Background: an optimization exercise with open tools, aiming at a short achievable clock period and few clock cycles. Do not read the settings as production practice.
The RTL was checked by simulation tests, not by an equivalence proof against the original design.
Power figures rest on the tool's default switching activity, not on a simulated workload.

==> design/flow/design.v <==
`default_nettype none
package icache_pkg;
   localparam int unsigned NB_CORES   = 4;
   localparam int unsigned NB_REQ     = NB_CORES + 1;            
   localparam int unsigned ADDR_W     = 32;
   localparam int unsigned LINE_W     = 128;
   localparam int unsigned AXI_DATA_W = 64;
   localparam int unsigned NB_BEATS   = LINE_W / AXI_DATA_W;     
   localparam int unsigned OFFSET_W   = 4;                       
   localparam int unsigned SET_W      = 5;
   localparam int unsigned NB_SETS    = 32;
   localparam int unsigned TAG_W      = ADDR_W - SET_W - OFFSET_W;
   localparam int unsigned REQ_IDX_W  = $clog2(NB_REQ);
   localparam int unsigned CORE_IDX_W = $clog2(NB_CORES);
   localparam int unsigned BEAT_IDX_W = $clog2(NB_BEATS);
   typedef logic [ADDR_W-1:0]     addr_t;
   typedef logic [LINE_W-1:0]     line_t;
   typedef logic [AXI_DATA_W-1:0] beat_t;
   typedef logic [SET_W-1:0]      set_idx_t;
   typedef logic [TAG_W-1:0]      tag_t;
   typedef logic [NB_CORES-1:0]   core_vec_t;
   typedef logic [REQ_IDX_W-1:0]  req_idx_t;    
   typedef logic [CORE_IDX_W-1:0] core_idx_t;
   typedef logic [BEAT_IDX_W-1:0] beat_idx_t;
   typedef struct packed {
      logic valid;
      tag_t tag;
   } tag_entry_t;
   localparam req_idx_t PF_IDX = req_idx_t'(NB_REQ - 1);    
   typedef enum logic [2:0] {
      IDLE,
      LOOKUP,
      AR_REQ,
      WAIT_R,
      FLUSH
   } ctrl_state_t;
endpackage
`default_nettype wire
`default_nettype none
module shared_icache
(
   input  wire                    clk,
   input  wire                    reset_i,
   input  icache_pkg::core_vec_t              fetch_req_i,
   input  icache_pkg::addr_t [icache_pkg::NB_CORES-1:0]   fetch_addr_i,
   output icache_pkg::core_vec_t              fetch_gnt_o,
   output icache_pkg::core_vec_t              fetch_rvalid_o,
   output icache_pkg::line_t                  fetch_rdata_o,
   input  wire                    pf_req_i,
   input  icache_pkg::addr_t                  pf_addr_i,
   output logic                   pf_gnt_o,
   output logic                   pf_done_o,
   input  wire                    flush_i,
   output logic                   flush_ack_o,
   output logic                   ar_valid_o,
   output icache_pkg::addr_t                  ar_addr_o,
   input  wire                    ar_ready_i,
   input  wire                    r_valid_i,
   input  icache_pkg::beat_t                  r_data_i,
   input  wire                    r_last_i
);
   localparam int NC    = icache_pkg::NB_CORES;
   localparam int LA_W  = icache_pkg::ADDR_W - icache_pkg::OFFSET_W;    
   localparam int SET_W = icache_pkg::SET_W;
   localparam int TAG_W = icache_pkg::TAG_W;
   localparam int NS    = icache_pkg::NB_SETS;
   localparam int LW    = icache_pkg::LINE_W;
   localparam int QN    = 16;      
   localparam int QI    = $clog2(QN);
   localparam int QP_W  = QI + 1;  
   localparam int PF_MAX = 8;      
   localparam bit MERGE  = 1'b1;   
   localparam bit SC     = 1'b1;   
   typedef logic [LA_W-1:0] laddr_t;
   logic [NC-1:0] prio_q [NC];
   logic [NC-1:0] prio_d [NC];
   logic [NC-1:0] gnt;
   logic          pf_gnt;
   logic [NC-1:0] gnt_o;
   logic [NC-1:0] ptr_q;              
   logic [NC-1:0] ahead [NC];         
   always_comb begin
      for (int i = 0; i < NC; i++) gnt_o[i] = fetch_req_i[i] & ~|(fetch_req_i & prio_q[i]);
   end
   assign fetch_gnt_o = gnt_o;
   assign pf_gnt_o    = pf_req_i & ~|fetch_req_i;
   always_comb begin
      for (int i = 0; i < NC; i++) begin
         ahead[i] = '0;
         for (int p = 0; p < NC; p++)
            for (int j = 0; j < NC; j++)
               if (((j - p) & (NC - 1)) < ((i - p) & (NC - 1))) ahead[i][j] |= ptr_q[p];
         gnt[i] = fetch_req_i[i] & ~|(fetch_req_i & ahead[i]);
      end
   end
   assign pf_gnt = pf_req_i & ~|gnt;
   always_ff @(posedge clk) begin
      if (reset_i)   ptr_q <= NC'(1);
      else if (|gnt) ptr_q <= {gnt[NC-2:0], gnt[NC-1]};
   end
   always_comb begin
      for (int i = 0; i < NC; i++) begin
         prio_d[i] = prio_q[i];
         if (|gnt) begin
            prio_d[i] = '0;
            for (int c = 0; c < NC; c++)
               for (int j = 0; j < NC; j++)
                  if (gnt[c] && (((j - c - 1) & (NC - 1)) < ((i - c - 1) & (NC - 1))))
                     prio_d[i][j] = 1'b1;
         end
      end
   end
   always_ff @(posedge clk) begin
      for (int i = 0; i < NC; i++) begin
         if (reset_i) begin
            for (int j = 0; j < NC; j++) prio_q[i][j] <= (j < i);
         end else begin
            prio_q[i] <= prio_d[i];
         end
      end
   end
   logic              lk_v_q;
   logic [NC:0]       lk_oh_q;         
   laddr_t            lk_addr_q;
   laddr_t            lk_addr_d;
   always_comb begin
      lk_addr_d = pf_addr_i[icache_pkg::ADDR_W-1:icache_pkg::OFFSET_W] & {LA_W{pf_gnt}};
      for (int c = 0; c < NC; c++)
         lk_addr_d |= fetch_addr_i[c][icache_pkg::ADDR_W-1:icache_pkg::OFFSET_W] & {LA_W{gnt[c]}};
   end
   logic [icache_pkg::NB_SETS-1:0] lk_tsel_q, lk_dsel_q, lk_sel_d;
   always_comb begin
      for (int k = 0; k < icache_pkg::NB_SETS; k++)
         lk_sel_d[k] = (lk_addr_d[icache_pkg::SET_W-1:0] == icache_pkg::SET_W'(k));
   end
   always_ff @(posedge clk) begin
      if (reset_i) begin
         lk_v_q    <= 1'b0;
         lk_tsel_q <= '0;
      end else begin
         lk_v_q    <= |gnt | pf_gnt;
         lk_tsel_q <= lk_sel_d;
      end
      lk_oh_q   <= {pf_gnt, gnt};
      lk_addr_q <= lk_addr_d;
      lk_dsel_q <= lk_sel_d;
   end
   logic [NS-1:0]    valid_q;
   logic [NS-1:0]    ref_q;           
   logic [TAG_W-1:0] tag_q  [NS];
   logic [LW-1:0]    data_q [NS];
   logic [SET_W-1:0] lk_set;
   logic [TAG_W-1:0] lk_tag;
   logic             lk_hit;
   logic [LW-1:0]    lk_data;
   assign lk_set  = lk_addr_q[SET_W-1:0];
   assign lk_tag  = lk_addr_q[LA_W-1:SET_W];
   logic             lk_valid, lk_ref;
   logic [NS-1:0]    eq_q;            
   always_comb begin
      lk_valid = 1'b0;
      lk_ref   = 1'b0;
      lk_data  = '0;
      for (int k = 0; k < NS; k++) begin
         lk_valid |= valid_q[k] & lk_tsel_q[k];
         lk_ref   |= ref_q[k] & lk_tsel_q[k];
         lk_data  |= data_q[k] & {LW{lk_dsel_q[k]}};
      end
   end
   assign lk_hit  = |(lk_tsel_q & valid_q & eq_q);
   logic             lk_keep;
   assign lk_keep = SC & lk_valid & lk_ref;
   laddr_t            q_addr  [QN];
   logic [NC:0]       q_oh    [QN];
   logic [QN-1:0]     q_stale;
   logic [QN-1:0]     q_noalloc;       
   logic [QP_W-1:0]   wr_ptr_q, ar_ptr_q, ret_ptr_q;
   logic              ar_v_q;
   laddr_t            ar_a_q;
   logic [63:0]       hold_q;
   logic              push, acc, fill;
   logic [QP_W-1:0]   wr_ptr_d, ar_ptr_d, ret_ptr_d;
   logic [QP_W-1:0]   in_flight;
   logic [QI-1:0]        ret_i;
   laddr_t            f_addr;
   logic [NC:0]       f_oh;
   logic              f_stale;
   logic [LW-1:0]     f_line;
   assign in_flight = wr_ptr_q - ret_ptr_q;
   logic [QN-1:0]     match;           
   logic              joined;
   logic [QN-1:0]     live_q;          
   logic [QN-1:0]     accd_q;          
   logic [QN-1:0]     nojoin_q;        
   always_comb begin
      for (int e = 0; e < QN; e++)
         match[e] = MERGE && live_q[e] && !q_stale[e] && !nojoin_q[e]
                    && (q_addr[e] == lk_addr_q);
   end
   assign joined    = |match;
   assign push      = lk_v_q & ~lk_hit & ~joined & (~lk_oh_q[NC] | (in_flight < QP_W'(PF_MAX)));
   assign acc       = ar_v_q & ar_ready_i;
   assign fill      = r_valid_i & r_last_i;
   assign wr_ptr_d  = push ? QP_W'(wr_ptr_q + 1'b1) : wr_ptr_q;
   assign ar_ptr_d  = ar_ptr_q + QP_W'(acc);
   assign ret_ptr_d = ret_ptr_q + QP_W'(fill);
   assign ret_i     = ret_ptr_q[QI-1:0];
   assign f_addr    = q_addr[ret_i];
   assign f_oh      = q_oh[ret_i];
   assign f_stale   = q_stale[ret_i];
   assign f_line    = {r_data_i, hold_q};
   logic              ar_more;         
   assign ar_more   = (QP_W'(wr_ptr_q - ar_ptr_q) > QP_W'(1));
   logic [QI-1:0]     ar_i1;
   laddr_t            ar_a_next;
   assign ar_i1     = ar_ptr_q[QI-1:0] + 1'b1;
   assign ar_a_next = (QP_W'(ar_ptr_q + 1'b1) == wr_ptr_q) ? lk_addr_q : q_addr[ar_i1];
   always_ff @(posedge clk) begin
      if (reset_i) begin
         wr_ptr_q  <= '0;
         ar_ptr_q  <= '0;
         ret_ptr_q <= '0;
         ar_v_q    <= 1'b0;
      end else begin
         wr_ptr_q  <= wr_ptr_d;
         ar_ptr_q  <= ar_ptr_d;
         ret_ptr_q <= ret_ptr_d;
         ar_v_q    <= push | (acc ? ar_more : ar_v_q);
      end
      ar_a_q <= acc ? ar_a_next : (ar_v_q ? ar_a_q : lk_addr_q);
      if (lk_v_q) begin
         q_addr[wr_ptr_q[QI-1:0]]    <= lk_addr_q;
         q_oh[wr_ptr_q[QI-1:0]]      <= lk_oh_q;
         q_noalloc[wr_ptr_q[QI-1:0]] <= lk_keep;
      end
      for (int e = 0; e < QN; e++)
         if (lk_v_q && !lk_hit && match[e]) q_oh[e] <= q_oh[e] | lk_oh_q;
      if (r_valid_i && !r_last_i) hold_q <= r_data_i;
   end
   always_ff @(posedge clk) begin
      for (int e = 0; e < QN; e++) begin
         if (push && wr_ptr_q[QI-1:0] == QI'(e))
            q_stale[e] <= 1'b0;
         else if (flush_i && accd_q[e])
            q_stale[e] <= 1'b1;
      end
   end
   logic [NS-1:0]    hd_wen_q;         
   logic [TAG_W-1:0] hd_tag_q;
   logic [NC:0]      hd_oh_q;          
   always_ff @(posedge clk) begin
      hd_oh_q <= f_oh | (lk_oh_q & {(NC+1){lk_v_q & ~lk_hit & match[ret_i]}});
      for (int k = 0; k < NS; k++)
         hd_wen_q[k] <= (f_addr[SET_W-1:0] == SET_W'(k)) & ~f_stale & ~q_noalloc[ret_i] & ~flush_i;
      hd_tag_q <= f_addr[LA_W-1:SET_W];
   end
   always_ff @(posedge clk) begin
      for (int k = 0; k < NS; k++)
         eq_q[k] <= (tag_q[k] == lk_addr_d[LA_W-1:SET_W]) & ~(fill & hd_wen_q[k]);
   end
   always_ff @(posedge clk) begin
      if (reset_i) begin
         live_q   <= '0;
         accd_q   <= '0;
         nojoin_q <= '0;
      end else begin
         for (int e = 0; e < QN; e++) begin
            if (push && wr_ptr_q[QI-1:0] == QI'(e))      live_q[e] <= 1'b1;
            else if (fill && ret_i == QI'(e))            live_q[e] <= 1'b0;
            if (acc && ar_ptr_q[QI-1:0] == QI'(e))       accd_q[e] <= 1'b1;
            else if (fill && ret_i == QI'(e))            accd_q[e] <= 1'b0;
            nojoin_q[e] <= ((r_valid_i & ~r_last_i) | (mid_q & ~fill)) & (ret_ptr_d[QI-1:0] == QI'(e));
         end
      end
   end
   always_ff @(posedge clk) begin
      for (int k = 0; k < NS; k++) begin
         if (lk_tsel_q[k] && lk_v_q && lk_hit)  ref_q[k] <= 1'b1;
         else if (lk_tsel_q[k] && push)         ref_q[k] <= 1'b0;
      end
      for (int k = 0; k < NS; k++) begin
         if (reset_i || flush_i)          valid_q[k] <= 1'b0;
         else if (fill && hd_wen_q[k])    valid_q[k] <= 1'b1;
         if (fill && hd_wen_q[k]) begin
            tag_q[k]  <= hd_tag_q;
            data_q[k] <= f_line;
         end
      end
   end
   logic [NC-1:0] pend_q;             
   logic [LW-1:0] buf_q [NC];
   logic [NC-1:0] rv_q;
   logic [LW-1:0] rd_q;
   logic          pfd_q;
   logic          fa_q;
   logic [NC-1:0] psel;               
   logic [NC-1:0] fcore;              
   logic [NC-1:0] khit;               
   logic          pend_any;
   logic [NC-1:0] pprio_q [NC];       
   always_comb begin
      for (int i = 0; i < NC; i++) psel[i] = pend_q[i] & ~|(pend_q & pprio_q[i]);
   end
   always_ff @(posedge clk) begin
      for (int i = 0; i < NC; i++) begin
         if (reset_i) begin
            for (int j = 0; j < NC; j++) pprio_q[i][j] <= (j < i);
         end else if (pend_any) begin
            for (int j = 0; j < NC; j++) begin
               pprio_q[i][j] <= 1'b0;
               for (int c = 0; c < NC; c++)
                  if (psel[c] && (((j - c - 1) & (NC - 1)) < ((i - c - 1) & (NC - 1))))
                     pprio_q[i][j] <= 1'b1;
            end
         end
      end
   end
   assign pend_any = |pend_q;
   logic [LW-1:0] pbuf;
   always_comb begin
      pbuf = '0;
      for (int c = 0; c < NC; c++) pbuf |= buf_q[c] & {LW{psel[c]}};
   end
   assign fcore    = hd_oh_q[NC-1:0] & {NC{fill}};
   logic          mid_q;              
   assign khit     = lk_oh_q[NC-1:0] & {NC{lk_v_q & lk_hit}};
   always_ff @(posedge clk) begin
      if (reset_i) begin
         pend_q <= '0;
         rv_q   <= '0;
         mid_q  <= 1'b0;
         pfd_q  <= 1'b0;
         fa_q   <= 1'b0;
      end else begin
         pfd_q <= pf_gnt;
         fa_q  <= flush_i;
         mid_q <= (r_valid_i & ~r_last_i) | (mid_q & ~fill);
         if (pend_any) begin
            rv_q   <= psel;
            pend_q <= (pend_q & ~psel) | fcore | khit;
         end else if (|fcore) begin
            rv_q   <= fcore;
            pend_q <= khit;
         end else begin
            rv_q   <= khit;
         end
      end
      if (pend_any) begin
         rd_q <= pbuf;
      end else if (|fcore) begin
         rd_q <= f_line;
      end else begin
         rd_q <= lk_data;
      end
      for (int c = 0; c < NC; c++) begin
         if (fcore[c])                      buf_q[c] <= f_line;
         else if (lk_v_q && lk_oh_q[c])     buf_q[c] <= lk_data;
      end
   end
   assign fetch_rvalid_o = rv_q;
   assign fetch_rdata_o  = rd_q;
   assign pf_done_o      = pfd_q;
   assign flush_ack_o    = fa_q;
   assign ar_valid_o     = ar_v_q;
   assign ar_addr_o      = {ar_a_q, {icache_pkg::OFFSET_W{1'b0}}};
endmodule
`default_nettype wire
==> design/flow/flow/run.sh <==
#!/bin/bash
# The standard layout (standard.sh), with two changes to how it is made:
# - the port buffers are buf_4 cells instead of the slow delay buffers
#   buffer_ports picks by default (every port still gets its own buffer);
# - gate sizing may swap a cell for one of another footprint
#   (MATCH_CELL_FOOTPRINT=0, the ORFS default), so repair_timing can also
#   resize those port buffers.
# make's full output goes to flow_standard.log here; ORFS's per-step logs stay
# under orfs/logs.
set -euo pipefail
cd "$(dirname "$0")/.."
bash standard.sh MATCH_CELL_FOOTPRINT=0 "BUFFER_PORTS_ARGS=-buffer_cell sky130_fd_sc_hd__buf_4" finish > flow_standard.log 2>&1
==> design/flow/standard.sh <==
#!/bin/bash
# synth_recipe.tcl (not shown) runs the flow's synth.tcl, then flattens the netlist and writes it again
# the make line also repeats each setting of config.mk as NAME=value (left out here)
make -C /OpenROAD-flow-scripts/flow DESIGN_CONFIG=/design/flow/config.mk WORK_HOME=/design/flow/orfs CLKGATE_MAP_FILE= SYNTH_SCRIPT=/design/flow/synth_recipe.tcl "${@:-finish}"
==> design/flow/config.mk <==
export PLATFORM = sky130hd
export DESIGN_NAME = shared_icache
export DESIGN_NICKNAME = shared_icache
export VERILOG_FILES = /design/flow/design.v
export SDC_FILE = /design/flow/constraint.sdc
export NUM_CORES = 4
export LEC_CHECK = 0
export ABC_CLOCK_PERIOD_IN_PS = 3300
export CAP_MARGIN = 20
export CORE_MARGIN = 2
export CORE_UTILIZATION = 45
export SETUP_SLACK_MARGIN = 3.5
export SLEW_MARGIN = 20
export TNS_END_PERCENT = 5
==> design/flow/constraint.sdc <==
create_clock -name core_clock -period 7.0 [get_ports {clk}]
set_input_delay 1.4000 -clock core_clock [delete_from_list [all_inputs] [get_ports {clk}]]
set_output_delay 1.4000 -clock core_clock [all_outputs]
set_load 0.01 [all_outputs]
==> out/qor.txt, run 1 <==
run status -> no timing/DRC/antenna violations
All-Layer GR Usage -> 0.314
Initial Utilization -> 0.451
layout cells sized above 1 -> 0.188
Fin. Hold Viols -> 0
wire length per cell -> 39.4 um
Achievable Freq -> 260 MHz
Routability Congestion -> 0.945
Max-slew headroom -> 0.133
antenna-violating nets left -> 0
critical path startpoint -> lk_dsel_q[6]$_DFF_P_
vias per inst -> 6.72
Detailed Route WL -> 916 mm
CP Capture Point -> rd_q[126]$_DFF_P_
largest net degree at the start of global routing -> 125
Seq/Total Area, Yosys -> 0.754
startpoint types -> flip-flop
residual DRC count -> 0
IO buf count -> 382
via count -> 156,000
fillers -> 45,100
M1 wire length -> 349 mm
root buf cell -> clkbuf_16
netlist area before placement -> 251,000 um^2
cell area after layout -> 288,000 um^2
flops & latches, synth -> 6,460
CP Max Fanout -> 41
number of global-route vias before repair -> 146,000
placed cell area -> 265,000 um^2
I/O pins -> 407
worst-skew pair later-pin latency -> 1.18 ns
CTS Sinks -> 6,460
initial antenna violation count -> 68
peak supply drop -> 0.285 mV
global route overflow -> 0
CTS clk-pin slew, worst paths -> 0.07 ns
layout net count -> 15,500
Distinct cells, synth -> 84
PwrDens -> 327 nW/um^2
total CTS buffers -> 665
H-tree depth -> 6
Reg-to-Reg End -> rd_q[126]$_DFF_P_
CTS tree -> built
cells on worst reg2reg path -> 7
kind of critical path -> reg -> reg
Max Used Layer -> met5
Crit Reg-Reg Startpoint -> lk_dsel_q[6]$_DFF_P_
DIE WIDTH -> 751 um
Syn-to-layout area delta -> 14.8%
WP data arrival -> 4.73 ns
wire length on met3 -> 114 mm
core footprint -> 556,000 um^2
Syn Area/Cell -> 17.3 um^2
Synth warnings -> 8
Synth async-reset ratio -> 0
Tmin final -> 3.84 ns
drt pass-1 iters -> 9
Syn Inst Count -> 14,500
final slew viol count -> 0
Detailed Route Iter0 Violations -> 27,800
unrepaired setup endpoints after global routing -> true
number of synthesized flops with an enable pin -> 5,964
Die Y -> 751 um
R2R Setup Slk -> 3.16 ns
worst slew pin tran -> 1.29 ns
wire length of the first global-routing pass -> 1230 mm
dominant synthesized flop cell -> edfxtp_1
Row Count -> 274
die area -> 563,000 um^2
CP endpoint kind -> flip-flop
Clock Tree Buf Depth -> 4
Max-Cap Viols -> 0
Sum Neg Setup Slack -> 0 ns
Hold Buf Count CTS -> 0
Final period util -> 0.549
critical path data required time -> 7.89 ns
Hold Crit Class -> reg -> reg
Hold WS -> 0.440 ns
Final HPWL DP -> 478 mm
leakage dissipation -> 92.0 nW
Final setup viols -> 0
met2 wire length -> 416 mm
Clock Skew -> 0.108 ns
-- placed cells by master (no fill, tap or decap), types with 30 or more instances in the layout --
cell type,n
buf_6,30
and3_4,31
or4_1,135
clkbuf_16,685
nor2b_1,32
clkbuf_1,152
nor2_1,378
dfxtp_1,421
a22o_1,467
clkinv_1,144
nand3_1,383
nand4_1,464
mux4_2,303
a22oi_1,1597
buf_4,748
o22ai_1,74
o21ai_0,154
edfxtp_1,5964
bufinv_16,31
diode_2,46
buf_12,112
xnor2_1,630
nor3_1,38
nor4_1,150
xor2_1,453
nand2_1,228
inv_1,74
mux2_2,544
mux2i_1,130
clkinv_2,109
dfxtp_4,46
a21oi_1,85
a221oi_1,407
-- area by class of cell --
cell class              instances  area [um^2]  area share
clock buffers                 857        17900      0.0620
inverters                      91          397     0.00138
clock inverters               358         3370      0.0117
multi-input cells            7074        58900       0.205
repair buffers                918         8780      0.0305
well taps                    7452         9320      0.0324
diodes                         46          115    0.000400
flip-flops and latches       6460       189000       0.657
repair inverters                1         8.76   0.0000304
-- synth_stat cells, types with 17 or more instances --
cell type / count / share of area
o22ai_1: 74 / 0.0018
mux2_2: 544 / 0.024
nor2b_1: 33 / 0.00082
buf_2: 76 / 0.0015
mux4_2: 303 / 0.027
ha_1: 21 / 0.0010
buf_4: 25 / 0.00075
clkbuf_1: 631 / 0.0094
nor3_1: 44 / 0.00088
buf_1: 137 / 0.0020
or4_1: 142 / 0.0042
nand2b_1: 18 / 0.00045
inv_1: 75 / 0.0011
edfxtp_1: 5964 / 0.71
dfxtp_1: 496 / 0.040
xnor2_1: 643 / 0.022
nor4_1: 171 / 0.0043
o21ai_0: 168 / 0.0034
mux2i_1: 130 / 0.0052
a221oi_1: 407 / 0.014
nand3_1: 383 / 0.0076
xor2_1: 454 / 0.016
nand4_1: 464 / 0.012
a22o_1: 467 / 0.016
a22oi_1: 1598 / 0.048
nor2_1: 395 / 0.0059
a211oi_1: 17 / 0.00051
a21oi_1: 86 / 0.0017
and3_1: 46 / 0.0011
nand2_1: 236 / 0.0035
a21o_1: 25 / 0.00075
-- per-layer routing --
layer,GRT usage,vias up
li1,-,60800
met1,0.443,81700
met2,0.489,11800
met3,0.0646,1903
met4,0.108,26
met5,0,-
-- cell families (layout without fill, tap and decap cells) --
group | count (synthesis) | after routing | share of synthesized area
compound gates | 2952 | 2952 | 0.0916
other cells | 1 | 50 | 0.0000149
simple gates | 2019 | 2021 | 0.0431
mux | 978 | 978 | 0.0569
flops | 6460 | 6460 | 0.754
fa+ha+maj | 22 | 22 | 0.00113
xor+xnor | 1097 | 1097 | 0.0383
buf+inv | 967 | 2225 | 0.0154
-- how the worst min path moves through the flow --
stage / depth (start not counted) / start / to
after floorplan: 2 / pprio_q[3][0]$_SDFFE_PP1N_ / pprio_q[3][0]$_SDFFE_PP1N_
after global placement: 2 / pprio_q[3][0]$_SDFFE_PP1N_ / pprio_q[3][0]$_SDFFE_PP1N_
after detailed placement: 2 / pprio_q[3][0]$_SDFFE_PP1N_ / pprio_q[3][0]$_SDFFE_PP1N_
after CTS: 2 / pprio_q[3][0]$_SDFFE_PP1N_ / pprio_q[3][0]$_SDFFE_PP1N_
after global routing: 2 / live_q[3]$_SDFFE_PP0P_ / live_q[3]$_SDFFE_PP0P_
final: 2 / buf_q[0][103]$_DFFE_PP_ / rd_q[103]$_DFF_P_
-- registers in the layout, indices dropped and copies added (netlist names), 28 cells and up --
| name | count |
|---|---|
| tag_q | 736 |
| rd_q | 128 |
| hd_wen_q | 32 |
| q_addr | 448 |
| valid_q | 32 |
| lk_tsel_q | 32 |
| lk_addr_q | 28 |
| ref_q | 32 |
| hold_q | 64 |
| buf_q | 512 |
| q_oh | 64 |
| data_q | 4096 |
| ar_a_q | 28 |
| eq_q | 32 |
| lk_dsel_q | 32 |
-- critical path, cell delays in order, from the launching register on --
cell      delay (ns)
dfxtp_4         0.76
buf_4           0.89
a22o_1          0.27
a221oi_1        0.05
nand3_1         0.14
or4_1           0.22
mux2i_1         0.10
o21ai_1         1.00
-- per-stage QoR --
stage,power (mW),util,setup WS (ns),std cells
after floorplan,53.1,-,2.55,14500
after detailed placement,59.5,0.476,1.26,21900
after CTS,93.9,0.516,3.30,23100
final,94.3,0.518,3.16,23300
after global placement,59.4,0.476,1.36,21900
after global routing,96.6,0.518,3.13,23200
-- where the power goes --
group	switching [mW]	internal, mW
sequential	0.952	44.5
combinational	8.89	5.02
clock	15.6	19.3
-- what timing repair did --
action / 4_1_cts / 5_1_grt
setup endpoints to repair: 343 / 287
gates cloned: 5 / 9
hold endpoints to repair: 0 / 0
buffers inserted: 30 / 54
pin swaps: 22 / 25
resized for setup: 120 / 103
Testbench counts, summed over its fixed seeds: cycles 10,472.
==> run 2: changes to the inputs <==
--- a/design/flow/design.v
+++ b/design/flow/design.v
@@ -190,12 +190,17 @@
    logic [QN-1:0]     match;           
    logic              joined;
    logic [QN-1:0]     live_q;          
+   logic [QN-1:0]     mq_q;            
+   always_ff @(posedge clk) begin
+      for (int e = 0; e < QN; e++)
+         mq_q[e] <= (lk_v_q && wr_ptr_q[QI-1:0] == QI'(e)) ? (lk_addr_q == lk_addr_d)
+                                                             : (q_addr[e] == lk_addr_d);
+   end
    logic [QN-1:0]     accd_q;          
    logic [QN-1:0]     nojoin_q;        
    always_comb begin
       for (int e = 0; e < QN; e++)
-         match[e] = MERGE && live_q[e] && !q_stale[e] && !nojoin_q[e]
-                    && (q_addr[e] == lk_addr_q);
+         match[e] = MERGE && live_q[e] && !q_stale[e] && !nojoin_q[e] && mq_q[e];
    end
    assign joined    = |match;
    assign push      = lk_v_q & ~lk_hit & ~joined & (~lk_oh_q[NC] | (in_flight < QP_W'(PF_MAX)));
==> run 2 against run 1 <==
  * Largest power group unchanged
  * Count of clock-buffer cells in the layout increased by 46
  * Non-clock buffer count is 208 higher
  * Routed wire length is 8.8% higher
  * Die area increased by 0.25%
  * Still clean
  * Critical endpoint is now mq_q[2]$_DFF_P_
  * Cell count grew 1.1%
  * Clock skew down 0.0018 ns
  * Sequential power is 1% higher
  * First-iteration DRC count up 12%
  * Hold slack improved by 0.0077 ns
==> out/qor.txt, run 2 <==
run status -> no timing/DRC/antenna violations (unchanged)
CP endpoint kind -> flip-flop (unchanged)
Synth async-reset ratio -> 0 (unchanged)
CP Cell Sequence -> buf_6, or4b_4, o211a_4, buf_6, inv_8, a222oi_1, buf_4, o211a_4, buf_12, buf_16, buf_4, a32o_1, a221oi_2, nand4_1, or3_1, o22ai_4 (was buf_4, a22o_1, a221oi_1, nand3_1, or4_1, mux2i_1, o21ai_1)
Seq/Total Area, Yosys -> 0.753 (was 0.754)
Max-Cap Viols -> 0 (unchanged)
fillers -> 44,900 (was 45,100)
largest net degree at the start of global routing -> 88 (was 125)
drt pass-1 iters -> 7 (was 9)
All-Layer GR Usage -> 0.342 (was 0.314)
Routability Congestion -> 1.03 (was 0.945)
Max-slew headroom -> 0.0830 (was 0.133)
number of synthesized flops with an enable pin -> 5,964 (unchanged)
critical path data required time -> 8.02 ns (was 7.89 ns)
Detailed Route WL -> 997 mm (was 916 mm)
initial antenna violation count -> 88 (was 68)
Final HPWL DP -> 531 mm (was 478 mm)
post-synth top area cell -> edfxtp_1 (unchanged)
kind of critical path -> in -> reg (was reg -> reg)
largest family of logic cells by synthesized area -> compound AO/OA/AOI/OAI gates (unchanged)
Clock Skew -> 0.106 ns (was 0.108 ns)
mux share of post-synthesis cell area -> 0.0568 (was 0.0569)
DIE WIDTH -> 752 um (was 751 um)
Initial Utilization -> 0.452 (was 0.451)
dominant synthesized flop cell -> edfxtp_1 (unchanged)
I/O pins -> 407 (unchanged)
global route overflow -> 0 (unchanged)
Regs by FF count -> data_q: 4096 flops, tag_q: 736 flops, buf_q: 512 flops (unchanged)
Adder-Cell Fraction of Synth Area -> 0.00112 (was 0.00113)
Clock Tree Buf Depth -> 4 (unchanged)
startpoint types -> input pin (was flip-flop)
total CTS buffers -> 668 (was 665)
Achievable Freq -> 263 MHz (was 260 MHz)
worst-skew pair later-pin latency -> 1.18 ns (about the same)
unrepaired setup endpoints after global routing -> true (unchanged)
layout net count -> 15,700 (was 15,500)
peak supply drop -> 0.339 mV (was 0.285 mV)
layout cells sized above 1 -> 0.204 (was 0.188)
Hold Crit Class -> reg -> reg (unchanged)
post-synthesis compound-gate area fraction -> 0.0947 (was 0.0916)
synth cell count leaders -> edfxtp_1, a22oi_1, xnor2_1, clkbuf_1, mux2_2 (unchanged)
leakage dissipation -> 93.5 nW (was 92.0 nW)
Synth Area in Simple Gates -> 0.0413 (was 0.0431)
top cell type's share of synthesized area -> 0.712 (was 0.714)
die area -> 565,000 um^2 (was 563,000 um^2)
Detailed Route Iter0 Violations -> 31,200 (was 27,800)
WP data arrival -> 4.82 ns (was 4.73 ns)
residual DRC count -> 0 (unchanged)
netlist area before placement -> 251,000 um^2 (about the same)
Final period util -> 0.543 (was 0.549)
number of global-route vias before repair -> 150,000 (was 146,000)
final core occ -> 0.524 (was 0.518)
core footprint -> 557,000 um^2 (was 556,000 um^2)
most frequent cells in the layout -> edfxtp_1, a22oi_1, buf_4, xnor2_1, clkbuf_16 (was edfxtp_1, a22oi_1, buf_4, clkbuf_16, xnor2_1)
Synth warnings -> 8 (unchanged)
most flop-heavy register -> data_q (unchanged)
most common cell after layout, fill and taps aside -> edfxtp_1 (unchanged)
Fin. Hold Viols -> 0 (unchanged)
root buf cell -> clkbuf_16 (unchanged)
wire length per cell -> 42.4 um (was 39.4 um)
vias per inst -> 6.86 (was 6.72)
slowest stage cell, crit path -> or4b_4 (was o21ai_1)
Syn Inst Count -> 14,500 (about the same)
Syn-to-layout area delta -> 16.0% (was 14.8%)
Final setup viols -> 0 (unchanged)
CP Max Fanout -> 12 (was 41)
XOR/XNOR Fraction of Synth Area -> 0.0366 (was 0.0383)
IO buf count -> 382 (unchanged)
Distinct cells, synth -> 85 (was 84)
largest cells by area after synthesis -> edfxtp_1, a22oi_1, dfxtp_1 (unchanged)
most frequent cell after synthesis -> edfxtp_1 (unchanged)
CTS tree -> built (unchanged)
wire length of the first global-routing pass -> 1330 mm (was 1230 mm)
Die Y -> 752 um (was 751 um)
H-tree depth -> 6 (unchanged)
Tmin final -> 3.80 ns (was 3.84 ns)
Row Count -> 274 (unchanged)
antenna-violating nets left -> 0 (unchanged)
CTS Sinks -> 6,476 (was 6,460)
Sum Neg Setup Slack -> 0 ns (unchanged)
final slew viol count -> 0 (unchanged)
CTS clk-pin slew, worst paths -> 0.06 ns (was 0.07 ns)
via count -> 161,000 (was 156,000)
slowest stage delay, CP -> 0.53 ns (was 1.00 ns)
flops & latches, synth -> 6,476 (was 6,460)
worst slew pin tran -> 1.37 ns (was 1.29 ns)
Syn Area/Cell -> 17.3 um^2 (about the same)
number of flip-flops in the largest register -> 4,096 (unchanged)
PwrDens -> 334 nW/um^2 (was 327 nW/um^2)
==> run 2: cell count changes in the layout (fill, tap and decap cells not counted), moves of 50 or more <==
cell / change
a21o_1: +52
buf_4: +140
nand2_1: -80
nand4_1: -69
nor2_1: -111
o22ai_1: +50
xnor2_1: +257
xor2_1: -311
==> run 2: final timing paths <==
path,slack (ns),depth (start not counted),end,start
worst max-delay path,3.20,16,mq_q[2]$_DFF_P_,fetch_req_i[3]
worst min-delay path,0.45,2,pprio_q[3][0]$_SDFFE_PP1N_,pprio_q[3][0]$_SDFFE_PP1N_
worst max register to register,3.21,15,mq_q[2]$_DFF_P_,ptr_q[1]$_SDFFE_PP0P_
worst min register to register,0.45,2,pprio_q[3][0]$_SDFFE_PP1N_,pprio_q[3][0]$_SDFFE_PP1N_
==> run 2: per-stage QoR <==
| stage | cells | instance area (um^2) | power (mW) | setup WS, ns | hold WS (ns) |
|---|---|---|---|---|---|
| after floorplan | 14500 | 252000 | 54.2 | 2.61 | 0.422 |
| after global placement | 21900 | 266000 | 61.4 | 1.15 | 0.436 |
| after detailed placement | 22000 | 266000 | 61.5 | 1.10 | 0.434 |
| after CTS | 23300 | 290000 | 96.6 | 3.38 | 0.447 |
| after global routing | 23500 | 292000 | 99.6 | 3.25 | 0.459 |
| final | 23500 | 292000 | 97.5 | 3.20 | 0.447 |
==> run 2: worst max-delay path: cells and delay by family <==
| kind | cells | cell delay [ns] |
|---|---|---|
| AO/OA/AOI/OAI | 6 | 1.15 |
| buffers and inverters | 7 | 1.01 |
| AND/OR/NAND/NOR | 3 | 1.21 |
==> run 2: cells by family after synthesis <==
| group | Yosys count |
|---|---|
| other | 1 |
| buffers and inverters | 1019 |
| AO/OA/AOI/OAI | 3109 |
| multiplexers | 978 |
| XOR/XNOR | 1052 |
| adder cells (fa/ha/maj) | 22 |
| flip-flops | 6476 |
| AND/OR/NAND/NOR | 1865 |
==> run 2: final cells by class <==
cell class                      count  area, um^2  area share
Multi-Input combinational cell   7034       59800       0.205
Clock buffer                      903       18100      0.0621
Inverter                          121         568     0.00195
Timing Repair inverter             10         111    0.000382
Sequential cell                  6476      190000       0.650
Antenna cell                       72         180    0.000618
Clock inverter                    323        3030      0.0104
Tap cell                         7452        9320      0.0320
Timing Repair Buffer             1126       11100      0.0382
==> run 2: layer usage <==
| metal | up-vias | routed length, um | global-route usage |
|---|---|---|---|
| met4 | 44 | 49100 | 0.139 |
| li1 | 61600 | - | - |
| met3 | 2347 | 133000 | 0.0835 |
| met1 | 84500 | 372000 | 0.478 |
| met2 | 12800 | 442000 | 0.518 |
| met5 | - | 293 | 0 |
==> run 2: power by group <==
group | internal, mW | total (mW) | leakage (nW) | switching, mW
clock | 19.6 | 35.0 | 10.3 | 15.5
sequential | 44.8 | 46.0 | 58.2 | 1.15
combinational | 6.05 | 16.4 | 25.0 | 10.4
total | 70.4 | 97.5 | 93.5 | 27.0
==> run 2: timing repair <==
| action | 4_1_cts | 5_1_grt |
|---|---|---|
| cloned | 16 | 11 |
| pin swaps | 61 | 74 |
| setup buffers | 132 | 105 |
| hold buffers | 0 | 0 |
| gates resized for setup | 226 | 146 |
| endpoints found under the setup margin | 536 | 440 |
Testbench counts of run 2, summed over its fixed seeds: cycles 10,472.
==> run 3: changes to the inputs <==
==> design/flow/flow/run.sh (replaced) <==
#!/bin/bash
# The standard layout (standard.sh), with three changes to how it is made:
# - the port buffers are buf_4 cells instead of the slow delay buffers
#   buffer_ports picks by default (every port still gets its own buffer);
# - gate sizing may swap a cell for one of another footprint
#   (MATCH_CELL_FOOTPRINT=0, the ORFS default), so repair_timing can also
#   resize those port buffers;
# - flow/fastroute.tcl offers the global router less of met1/met2.
# make's full output goes to flow_standard.log here; ORFS's per-step logs stay
# under orfs/logs.
set -euo pipefail
cd "$(dirname "$0")/.."
bash standard.sh MATCH_CELL_FOOTPRINT=0 "BUFFER_PORTS_ARGS=-buffer_cell sky130_fd_sc_hd__buf_4" \
   "FASTROUTE_TCL=$PWD/flow/fastroute.tcl" finish > flow_standard.log 2>&1
==> design/flow/flow/fastroute.tcl (new file) <==
# Global routing layers as the platform sets them, but with less of met1 and
# met2 offered to the global router (cell pins and the met1 rails use much of
# it), so it spreads more wiring onto met3-met5 and the detailed router has
# fewer local conflicts to clean up.
set_global_routing_layer_adjustment met1 0.5
set_global_routing_layer_adjustment met2 0.35
set_global_routing_layer_adjustment met3-$::env(MAX_ROUTING_LAYER) 0.2

set_routing_layers -clock $::env(MIN_CLK_ROUTING_LAYER)-$::env(MAX_ROUTING_LAYER)
set_routing_layers -signal $::env(MIN_ROUTING_LAYER)-$::env(MAX_ROUTING_LAYER)
--- a/design/flow/config.mk
+++ b/design/flow/config.mk
@@ -6,9 +6,9 @@
 export NUM_CORES = 4
 export LEC_CHECK = 0
 export ABC_CLOCK_PERIOD_IN_PS = 3300
-export CAP_MARGIN = 20
+export CAP_MARGIN = 40
 export CORE_MARGIN = 2
 export CORE_UTILIZATION = 45
 export SETUP_SLACK_MARGIN = 3.5
-export SLEW_MARGIN = 20
+export SLEW_MARGIN = 50
 export TNS_END_PERCENT = 5
==> run 3 against run 2 <==
  * Still clean
  * Register-to-register slack worse by 0.06 ns
  * Sequential share of layout area is 0.54 points lower
  * Die area stayed put
  * Highest routed layer unchanged
  * Via count is 2.3% lower
  * Routed wire length is 0.48% higher
  * Critical path depth is 1 lower
  * Synthesized cell count stayed put
==> out/qor.txt, run 3 <==
Final HPWL DP -> 568 mm (was 531 mm)
number of flip-flops in the largest register -> 4,096 (unchanged)
Synth async-reset ratio -> 0 (unchanged)
peak supply drop -> 0.296 mV (was 0.339 mV)
Hold Crit Class -> reg -> reg (unchanged)
total power -> 97.1 mW (was 97.5 mW)
layout net count -> 15,800 (was 15,700)
residual DRC count -> 0 (unchanged)
largest cells by area after synthesis -> edfxtp_1, a22oi_1, dfxtp_1 (unchanged)
number of global-route vias before repair -> 161,000 (was 150,000)
H-tree depth -> 6 (unchanged)
total CTS buffers -> 667 (was 668)
CP Max Fanout -> 8 (was 12)
initial antenna violation count -> 103 (was 88)
CTS Sinks -> 6,476 (unchanged)
Hold Path Stages -> 2 (unchanged)
post-synth top area cell -> edfxtp_1 (unchanged)
Final WS setup -> 3.15 ns (was 3.20 ns)
layout cells sized above 1 -> 0.211 (was 0.204)
Routability Congestion -> 1.07 (was 1.03)
IO buf count -> 382 (unchanged)
top cell type's share of synthesized area -> 0.712 (unchanged)
R2R Setup Slk -> 3.15 ns (was 3.21 ns)
critical path data required time -> 8.03 ns (was 8.02 ns)
Die Y -> 752 um (unchanged)
wire length per cell -> 42.4 um (about the same)
worst slew pin tran -> 0.952 ns (was 1.37 ns)
startpoint types -> flip-flop (was input pin)
Crit Reg-Reg Startpoint -> ptr_q[1]$_SDFFE_PP0P_ (unchanged)
Detailed Route Iter0 Violations -> 16,400 (was 31,200)
slowest stage delay, CP -> 0.60 ns (was 0.53 ns)
CTS tree -> built (unchanged)
run status -> no timing/DRC/antenna violations (unchanged)
vias per inst -> 6.66 (was 6.86)
wire length of the first global-routing pass -> 1350 mm (was 1330 mm)
flops & latches, synth -> 6,476 (unchanged)
Regs by FF count -> data_q: 4096 flops, tag_q: 736 flops, buf_q: 512 flops (unchanged)
worst-skew pair later-pin latency -> 1.22 ns (was 1.18 ns)
PwrDens -> 330 nW/um^2 (was 334 nW/um^2)
most frequent cells in the layout -> edfxtp_1, a22oi_1, xnor2_1, buf_4, clkbuf_16 (was edfxtp_1, a22oi_1, buf_4, xnor2_1, clkbuf_16)
slowest stage cell, crit path -> nand4_1 (was or4b_4)
I/O pins -> 407 (unchanged)
final slew viol count -> 0 (unchanged)
CP endpoint kind -> flip-flop (unchanged)
via count -> 158,000 (was 161,000)
unrepaired setup endpoints after global routing -> true (unchanged)
number of synthesized flops with an enable pin -> 5,964 (unchanged)
root buf cell -> clkbuf_16 (unchanged)
largest net degree at the start of global routing -> 73 (was 88)
netlist area before placement -> 251,000 um^2 (unchanged)
drt pass-1 iters -> 10 (was 7)
Syn Area/Cell -> 17.3 um^2 (unchanged)
die area -> 565,000 um^2 (unchanged)
DIE WIDTH -> 752 um (unchanged)
crit-path most repeated cell -> buf_12
Hold WS -> 0.445 ns (was 0.447 ns)
Synth warnings -> 8 (unchanged)
CTS clk-pin slew, worst paths -> 0.06 ns (about the same)
Syn Inst Count -> 14,500 (unchanged)
Detailed Route WL -> 1000 mm (was 997 mm)
leakage dissipation -> 94.5 nW (was 93.5 nW)
most frequent cell after synthesis -> edfxtp_1 (unchanged)
core footprint -> 557,000 um^2 (unchanged)
antenna-violating nets left -> 0 (unchanged)
WP data arrival -> 4.88 ns (was 4.82 ns)
Achievable Freq -> 260 MHz (was 263 MHz)
most flop-heavy register -> data_q (unchanged)
global route overflow -> 0 (unchanged)
Final period util -> 0.550 (was 0.543)
Syn-to-layout area delta -> 17.0% (was 16.0%)
Sum Neg Setup Slack -> 0 ns (unchanged)
Max-Cap Viols -> 0 (unchanged)
synth cell count leaders -> edfxtp_1, a22oi_1, xnor2_1, clkbuf_1, mux2_2 (unchanged)
Initial Utilization -> 0.452 (unchanged)
Tmin final -> 3.85 ns (was 3.80 ns)
kind of critical path -> reg -> reg (was in -> reg)
Fin. Hold Viols -> 0 (unchanged)
Clock Skew -> 0.103 ns (was 0.106 ns)
Seq/Total Area, Yosys -> 0.753 (unchanged)
All-Layer GR Usage -> 0.425 (was 0.342)
most common cell after layout, fill and taps aside -> edfxtp_1 (unchanged)
Hold Path Sink -> pprio_q[3][0]$_SDFFE_PP1N_ (unchanged)
cells on worst reg2reg path -> 15 (unchanged)
Distinct cells, synth -> 85 (unchanged)
final core occ -> 0.528 (was 0.524)
dpl ws -> 1.10 ns (about the same)
CP Cell Sequence -> a211oi_4, o31ai_4, clkinv_4, buf_12, nor4_4, buf_12, buf_12, buf_4, nand3_2, and2_4, buf_16, a22o_1, a221oi_4, nand4_1, o22ai_1 (was buf_6, or4b_4, o211a_4, buf_6, inv_8, a222oi_1, buf_4, o211a_4, buf_12, buf_16, buf_4, a32o_1, a221oi_2, nand4_1, or3_1, o22ai_4)
Final setup viols -> 0 (unchanged)
Clock Tree Buf Depth -> 4 (unchanged)
dominant synthesized flop cell -> edfxtp_1 (unchanged)
Row Count -> 274 (unchanged)
Hold Buf Count CTS -> 0 (unchanged)
Hold Startpoint -> pprio_q[3][0]$_SDFFE_PP1N_ (unchanged)
Reg-to-Reg End -> mq_q[13]$_DFF_P_ (was mq_q[2]$_DFF_P_)
Max-slew headroom -> 0.361 (was 0.0830)
-- run 3: cell counts after synthesis --
No cell type changed its count.
-- run 3: final cells by class --
cell class	instances	area, um^2
timing repair inverter	6	76.3
tap	7452	9320
multi-input combinational	7032	59700
inverter	121	539
sequential	6476	190000
clock inverter	330	3060
antenna	109	273
fill	44600	263000
clock buffer	878	18000
timing repair buffer	1244	13700
-- run 3: worst max-delay path by stage --
stage / start / endpoint / slack, ns
after detailed placement: fetch_req_i[0] / mq_q[3]$_DFF_P_ / 1.10
after global routing: ptr_q[1]$_SDFFE_PP0P_ / eq_q[5]$_DFF_P_ / 3.10
after global placement: fetch_req_i[0] / mq_q[8]$_DFF_P_ / 0.92
after floorplan: fetch_req_i[2] / mq_q[11]$_DFF_P_ / 2.61
after CTS: pf_req_i / pf_gnt_o / 3.38
final: ptr_q[1]$_SDFFE_PP0P_ / mq_q[13]$_DFF_P_ / 3.15
-- run 3: stage by stage --
stage	area [um^2]	cells
6_report	294000	23600
4_1_cts	293000	23500
3_5_place_dp	269000	22100
5_1_grt	294000	23600
2_1_floorplan	252000	14500
3_3_place_gp	266000	22000
-- run 3: critical path: cells and delay by family, from the launching register on --
kind / cells / cell delay (ns)
AND/OR/NAND/NOR: 4 / 1.25
AO/OA/AOI/OAI: 5 / 1.20
buffers and inverters: 6 / 0.82
flip-flops: 1 / 0.41
-- run 3: power breakdown --
part | switching (mW) | internal [mW] | total, mW
Clock | 15.4 | 19.2 | 34.6
Sequential | 1.00 | 44.8 | 45.8
Combinational | 10.5 | 6.12 | 16.6
Total | 26.9 | 70.2 | 97.1
-- run 3: logic make-up after synthesis --
logic type / after synthesis / synth area share
muxes: 978 / 0.0568
AOI/OAI and AO/OA: 3109 / 0.0947
and+or+nand+nor: 1865 / 0.0413
DFF: 6476 / 0.753
xor gates and xnor gates: 1052 / 0.0366
adders and majority gates: 22 / 0.00112
buffers and inverters: 1019 / 0.0166
other: 1 / 0.0000149
-- run 3: routing by layer --
layer | vias up | share of wire | global-route usage
li1 | 61800 | - | -
met5 | - | 0.0012 | 0.0131
met4 | 90 | 0.078 | 0.243
met1 | 79400 | 0.34 | 0.604
met2 | 12400 | 0.41 | 0.589
met3 | 3792 | 0.17 | 0.254
-- run 3: repair_timing --
item	CTS	global route
endpoints found under the setup margin	206	158
endpoints found under the hold margin	0	0
cloned	14	1
pin swaps	82	40
resized for setup	289	48
setup buffers	162	49

[separate check: timing with driven ports]
The flow's constraints put no driver on any port. The routed layouts listed below were extracted and timed again, unchanged, in two steps.
Step 1 (the two cells are an assumption about what drives the block):
set clk [get_ports {clk}]
set_driving_cell -lib_cell sky130_fd_sc_hd__clkbuf_16 $clk
set_driving_cell -lib_cell sky130_fd_sc_hd__buf_2 [delete_from_list [all_inputs] $clk]
Step 2 times the ports against the registers' clock, not the clock port: input delays grow and output delays shrink by t, the midpoint of the rising clock arrivals with the driver on.
Three values: ideal, step 1, step 2; two values: the first two.
run	shift t [ns]	setup slack, ns	cell pins on the clock port's net
run 1	1.271	3.160 / 3.160 / 2.209	1
run 2	1.257	3.197 / 3.210 / 1.963	1
run 3	1.276	3.153 / 3.153 / 1.932	1
After both steps setup and hold are still met in every run listed. The setup slack of run 2, which loses most, moves by +0.013 ns with the drivers and by -1.234 ns with both steps.
